Background: an optimization exercise with open tools, aiming at small area and a short achievable clock period. Do not read the settings as production practice. In this exercise RTL edits were held to simulation tests only and were not proved equivalent to the original. Power and IR drop assume default switching activity.

run A:
Design rv_pipe, start of the top module:
module rv_pipe (
  input  logic                           i_clk,
  input  logic                           i_rst_n,
  input  logic                           i_instr_vld,
  input  logic [rv_pipe_pkg::XLEN-1:0]   i_instr,
  input  logic [rv_pipe_pkg::XLEN-1:0]   i_pc,
  output logic                           o_wb_vld,
  output logic [rv_pipe_pkg::REG_AW-1:0] o_wb_addr,
  output logic [rv_pipe_pkg::XLEN-1:0]   o_wb_data
);
For scale: roughly 4400 cells after synthesis, roughly 59000 µm² of cells after synthesis.
clock: 7.0 ns
lec_check: 0
cap_margin: 20
core_margin: 2
core_utilization: 45
cts_cluster_diameter: 80
cts_cluster_size: 24
setup_slack_margin: 4.35
slew_margin: 20
synth_hierarchical: 1
standard.sh (not shown) runs the stock make flow with config.mk's settings and CLKGATE_MAP_FILE= SYNTH_SCRIPT=/design/flow/synth_recipe.tcl, a recipe that flattens the netlist after the stock synthesis.
==> flow/flow/run.sh <==
#!/bin/bash
# The standard layout (the standard.sh, same synthesis script), with:
#  - ABC_LOAD_IN_FF=2: abc maps for a 2 fF load instead of 5 fF, so that
#    the small cells of the design get minimum-size gates (timing repair
#    upsizes the ones on critical paths);
#  - the port buffers are buf_4 cells (buffer_ports otherwise picks a slow
#    delay buffer for them).
# make's full output goes to standard.log; ORFS's per-step logs stay under
# orfs/logs.
set -o pipefail
bash standard.sh ABC_LOAD_IN_FF=2 \
  CTS_ARGS="-sink_clustering_enable -repair_clock_nets -dont_use_dummy_load -sink_clustering_size 24 -sink_clustering_max_diameter 80" \
  BUFFER_PORTS_ARGS="-buffer_cell sky130_fd_sc_hd__buf_4" \
  finish > standard.log 2>&1
--- input diff run A..run B ---
# run A
export LEC_CHECK = 0
export CAP_MARGIN = 20
export CORE_MARGIN = 2
export CORE_UTILIZATION = 45
export CTS_CLUSTER_DIAMETER = 80
export CTS_CLUSTER_SIZE = 24
export SETUP_SLACK_MARGIN = 4.35
export SLEW_MARGIN = 20
export SYNTH_HIERARCHICAL = 1
create_clock -name core_clock -period 7.0 [get_ports {i_clk}]
# run B
export LEC_CHECK = 0
export CAP_MARGIN = 20
export CORE_MARGIN = 2
export CORE_UTILIZATION = 55
export CTS_CLUSTER_DIAMETER = 80
export CTS_CLUSTER_SIZE = 24
export SETUP_SLACK_MARGIN = 4.35
export SLEW_MARGIN = 20
export SYNTH_HIERARCHICAL = 1
create_clock -name core_clock -period 7.0 [get_ports {i_clk}]
## What came out
- Compared with run A, run B shows a part of the total power dissipated in combinational logic that is 0.2 points higher.
- Run A reports its cell with the largest stage delay on the worst path as sky130_fd_sc_hd__nor2_1 while run B reports sky130_fd_sc_hd__dfxtp_1.
- Setup slack in run B vs run A: up 0.013 ns
- Summary of run B over run A: met2 wirelength from detailed routing -3.0%; global-route usage shows an increase of 7.5 points.
For run C, these inputs were changed with respect to run B:
# run B
export LEC_CHECK = 0
export CAP_MARGIN = 20
export CORE_MARGIN = 2
export CORE_UTILIZATION = 55
export CTS_CLUSTER_DIAMETER = 80
export CTS_CLUSTER_SIZE = 24
export SETUP_SLACK_MARGIN = 4.35
export SLEW_MARGIN = 20
export SYNTH_HIERARCHICAL = 1
create_clock -name core_clock -period 7.0 [get_ports {i_clk}]
# run C
export LEC_CHECK = 0
export CAP_MARGIN = 20
export CORE_MARGIN = 2
export CORE_UTILIZATION = 45
export CTS_CLUSTER_DIAMETER = 80
export CTS_CLUSTER_SIZE = 24
export SETUP_SLACK_MARGIN = 4.3
export SLEW_MARGIN = 20
export SYNTH_HIERARCHICAL = 1
export TNS_END_PERCENT = 10
create_clock -name core_clock -period 7.0 [get_ports {i_clk}]
diff --git a/flow/flow/run.sh b/flow/flow/run.sh
--- a/flow/flow/run.sh
+++ b/flow/flow/run.sh
@@ -6,4 +5,0 @@
-#  - the port buffers are buf_4 cells (buffer_ports otherwise picks a slow
-#    delay buffer for them).
-# make's full output goes to standard.log; ORFS's per-step logs stay under
-# orfs/logs.
@@ -13 +8,0 @@
-  BUFFER_PORTS_ARGS="-buffer_cell sky130_fd_sc_hd__buf_4" \
--- outcome ---
- Between run B and run C, width of the die is higher for run C, run B comes in under that.
- The sequential share of layout area reported for run C is smaller than that of run B by 0.22 points.
- Sort run B and run C by maximum resistive drop on vdd, ascending, and run C comes first.
- The final reports for run C and run B show total power higher in the former.
- On run C: number of clock buffers inserted by TritonCTS is 8 higher than what run B gave.
- Number of vias in the routed layout down 2.0% in run C wrt run B
- Number of max-capacitance violations reported essentially unchanged between run C and run B.
The inputs of run D differ from those of run C as listed below.
diff --git a/flow/flow/run.sh b/flow/flow/run.sh
--- a/flow/flow/run.sh
+++ b/flow/flow/run.sh
@@ -5,0 +6,4 @@
+#  - the port buffers are buf_4 cells (buffer_ports otherwise picks a slow
+#    delay buffer for them).
+# make's full output goes to standard.log; ORFS's per-step logs stay under
+# orfs/logs.
@@ -8,0 +13 @@
+  BUFFER_PORTS_ARGS="-buffer_cell sky130_fd_sc_hd__buf_4" \
Findings:
As far as proportion of cell area occupied by registers is concerned, run C and run D perform about the same.
Cell count: run C vs run D — no meaningful difference
Against run C, run D reports a number of cells on the critical path that is lower.
Run D vs. run C: clock network fraction of total power lost 0.3 points, wire length neither gained nor lost much, first-pass GRT wire length lost about 0.7%.
Overall via count from detail_route, run D and run C, higher one = run C.
Run D gives more portion of total power attributed to sequential cells than run C did.

---

Another version of the RTL of rv_pipe (not shown whole).
Size in the first run: about 4300 cells after synthesis, roughly 110 I/O pins.
export LEC_CHECK = 0
export CAP_MARGIN = 20
export CORE_MARGIN = 2
export CORE_UTILIZATION = 45
export CTS_CLUSTER_DIAMETER = 80
export CTS_CLUSTER_SIZE = 24
export SETUP_SLACK_MARGIN = 4.45
export SLEW_MARGIN = 20
export SYNTH_HIERARCHICAL = 1
create_clock -name core_clock -period 7.0 [get_ports {i_clk}]
==> flow/flow/run.sh <==
#!/bin/bash
# The standard layout (the standard.sh, same synthesis script), with:
#  - ABC_LOAD_IN_FF=2: abc maps for a 2 fF load instead of 5 fF, so that
#    the small cells of the design get minimum-size gates (timing repair
#    upsizes the ones on critical paths);
#  - the port buffers are buf_4 cells (buffer_ports otherwise picks a slow
#    delay buffer for them).
# make's full output goes to standard.log; ORFS's per-step logs stay under
# orfs/logs.
set -o pipefail
bash standard.sh ABC_LOAD_IN_FF=2 \
  CTS_ARGS="-sink_clustering_enable -repair_clock_nets -dont_use_dummy_load -sink_clustering_size 24 -sink_clustering_max_diameter 80" \
  BUFFER_PORTS_ARGS="-buffer_cell sky130_fd_sc_hd__buf_4" \
  finish > standard.log 2>&1
The baseline completed with no timing, DRC or antenna violations.
Edit:
--- a/flow/config.mk
+++ b/flow/config.mk
@@ -12,3 +12,3 @@
 export CTS_CLUSTER_SIZE = 24
-export SETUP_SLACK_MARGIN = 4.45
+export SETUP_SLACK_MARGIN = 4.35
 export SLEW_MARGIN = 20
What happened: Flip-flop and latch count is unchanged; clock skew barely changes; critical path depth drops by 10; wire length barely changes; count of clock-buffer cells in the layout climbs by 3.

---

rv_pipe, a different RTL version from the one above (not shown whole).
==> flow/design.v (excerpt) <==
module rv_pipe (
  input  logic                           i_clk,
  input  logic                           i_rst_n,
  input  logic                           i_instr_vld,
  input  logic [rv_pipe_pkg::XLEN-1:0]   i_instr,
  input  logic [rv_pipe_pkg::XLEN-1:0]   i_pc,
  output logic                           o_wb_vld,
  output logic [rv_pipe_pkg::REG_AW-1:0] o_wb_addr,
  output logic [rv_pipe_pkg::XLEN-1:0]   o_wb_data
);
clock: 7.0 ns
lec_check: 0
cap_margin: 20
core_margin: 2
core_utilization: 45
cts_cluster_diameter: 80
cts_cluster_size: 24
setup_slack_margin: 4.2
slew_margin: 20
synth_hierarchical: 1
run.sh (not shown) runs the stock make flow with config.mk's settings and CLKGATE_MAP_FILE= SYNTH_SCRIPT=/design/flow/synth_recipe.tcl, a recipe that flattens the netlist after the stock synthesis.
Stock flow here: none of the scripts above is used.
==> next run, changes <==
SETUP_SLACK_MARGIN = 4.3   (was 4.2)
TNS_END_PERCENT = 10   (was default)
Cell count came out higher by about 1%.
Worst setup slack improved by 0.021 ns.
Synthesized cell count stays the same.
Final area came out higher by 0.62%.
Flip-flop and latch count is unchanged.

---

rv_pipe, a different RTL version from the one above (not shown whole).
Size in the first run: about 110 I/O pins.
Settings: LEC_CHECK=0, CAP_MARGIN=20, CORE_MARGIN=2, CORE_UTILIZATION=45, CTS_CLUSTER_DIAMETER=80, CTS_CLUSTER_SIZE=24, SETUP_SLACK_MARGIN=4.45, SLEW_MARGIN=20, SYNTH_HIERARCHICAL=1; clock period 7.0 ns.
standard.sh (not shown) runs the stock make flow with config.mk's settings and CLKGATE_MAP_FILE= SYNTH_SCRIPT=/design/flow/synth_recipe.tcl, a recipe that flattens the netlist after the stock synthesis.
Scripts as last shown in full above: flow/flow/run.sh
Change:
--- a/flow/config.mk
+++ b/flow/config.mk
@@ -12,3 +12,3 @@
 export CTS_CLUSTER_SIZE = 24
-export SETUP_SLACK_MARGIN = 4.45
+export SETUP_SLACK_MARGIN = 4.35
 export SLEW_MARGIN = 20
First-iteration DRC count grows by 9.4%.
Clock-buffer cell count shrinks by 3.
Final area shrinks by 1.3%.
Clock skew shrinks by 18 ps.
Area after synthesis is unchanged.
Setup slack improved by 36 ps.
Power shrinks by 0.72%.
Critical path depth is unchanged.
Hold slack got worse by 29 ps.

---

## before
Another version of the RTL of rv_pipe (not shown whole).
For scale: ~4300 cells after synthesis, about 1300 flip-flops, about 110 I/O pins, roughly 56000 um2 of cells after synthesis.
clock: 7.0 ns
lec_check: 0
cap_margin: 20
core_margin: 2
core_utilization: 40
slew_margin: 20
run.sh (not shown) runs the stock make flow with config.mk's settings and CLKGATE_MAP_FILE= SYNTH_SCRIPT=/design/flow/synth_recipe.tcl, a recipe that flattens the netlist after the stock synthesis.
Stock flow here: none of the scripts above is used.
In summary, before completed successfully, with a layout that passed the timing, design-rule and antenna checks.
--- input diff before..after ---
# before
export LEC_CHECK = 0
export CAP_MARGIN = 20
export CORE_MARGIN = 2
export CORE_UTILIZATION = 40
export SLEW_MARGIN = 20
create_clock -name core_clock -period 7.0 [get_ports {i_clk}]
# after
export LEC_CHECK = 0
export CAP_MARGIN = 20
export CORE_MARGIN = 2
export CORE_UTILIZATION = 40
export SETUP_SLACK_MARGIN = 4.0
export SLEW_MARGIN = 20
create_clock -name core_clock -period 7.0 [get_ports {i_clk}]
### Flow results
- From before to after, number of nets with antenna violations after routing did not move at all.
- Changes observed in after relative to before: total power after layout now larger; number of buffers created by CTS now larger.

## afterwards: timing with drivers on the ports
The flow's constraints put no driver on any port. The routed layouts listed below were extracted and timed again, unchanged, in two steps.
Step 1 sets driving cells, clkbuf_16 on the clock port and buf_2 on the other inputs (assumed; they add their load-dependent delay and slew).
Step 2 times the ports against the registers' clock, not the clock port: input delays grow and output delays shrink by t, the midpoint of the rising clock arrivals with the driver on.
Three values: no drivers, after step 1, after step 2; two values: the first two.
run | shift t [ns] | setup slack, ns | slew at the worst register clock pin (ns) | worst slew at a driven data input, ns
run A | 0.776 | 4.235 / 4.235 / 4.235 | 0.10 / 0.10 | 0.12
run B | 0.738 | 4.247 / 4.247 / 4.247 | 0.10 / 0.10 | 0.15
run C | 0.770 | 4.091 / 4.023 / 3.970 | 0.10 / 0.10 | 0.16
run D | 0.763 | 4.110 / 4.110 / 4.110 | 0.10 / 0.10 | 0.15
the first run of note 2 | 0.791 | 4.211 / 4.211 / 4.211 | 0.10 / 0.10 | 0.29
the second run of note 2 | 0.769 | 4.308 / 4.230 / 4.340 | 0.10 / 0.10 | 0.28
the first run of note 3 | 0.791 | 4.083 / 4.083 / 4.072 | 0.10 / 0.10 | 0.08
the second run of note 3 | 0.793 | 4.104 / 4.104 / 4.035 | 0.10 / 0.10 | 0.07
the first run of note 4 | 0.754 | 4.277 / 4.277 / 4.277 | 0.10 / 0.10 | 0.13
the second run of note 4 | 0.764 | 4.312 / 4.312 / 4.312 | 0.10 / 0.10 | 0.13
before | 0.881 | 2.179 / 2.179 / 2.179 | 0.07 / 0.07 | 0.11
after | 0.883 | 3.283 / 3.283 / 3.116 | 0.07 / 0.07 | 0.11
After both steps setup and hold are still met in every run listed. For after, which loses most, drivers alone change the setup slack by 0.000 ns; drivers and shift together by -0.167 ns.
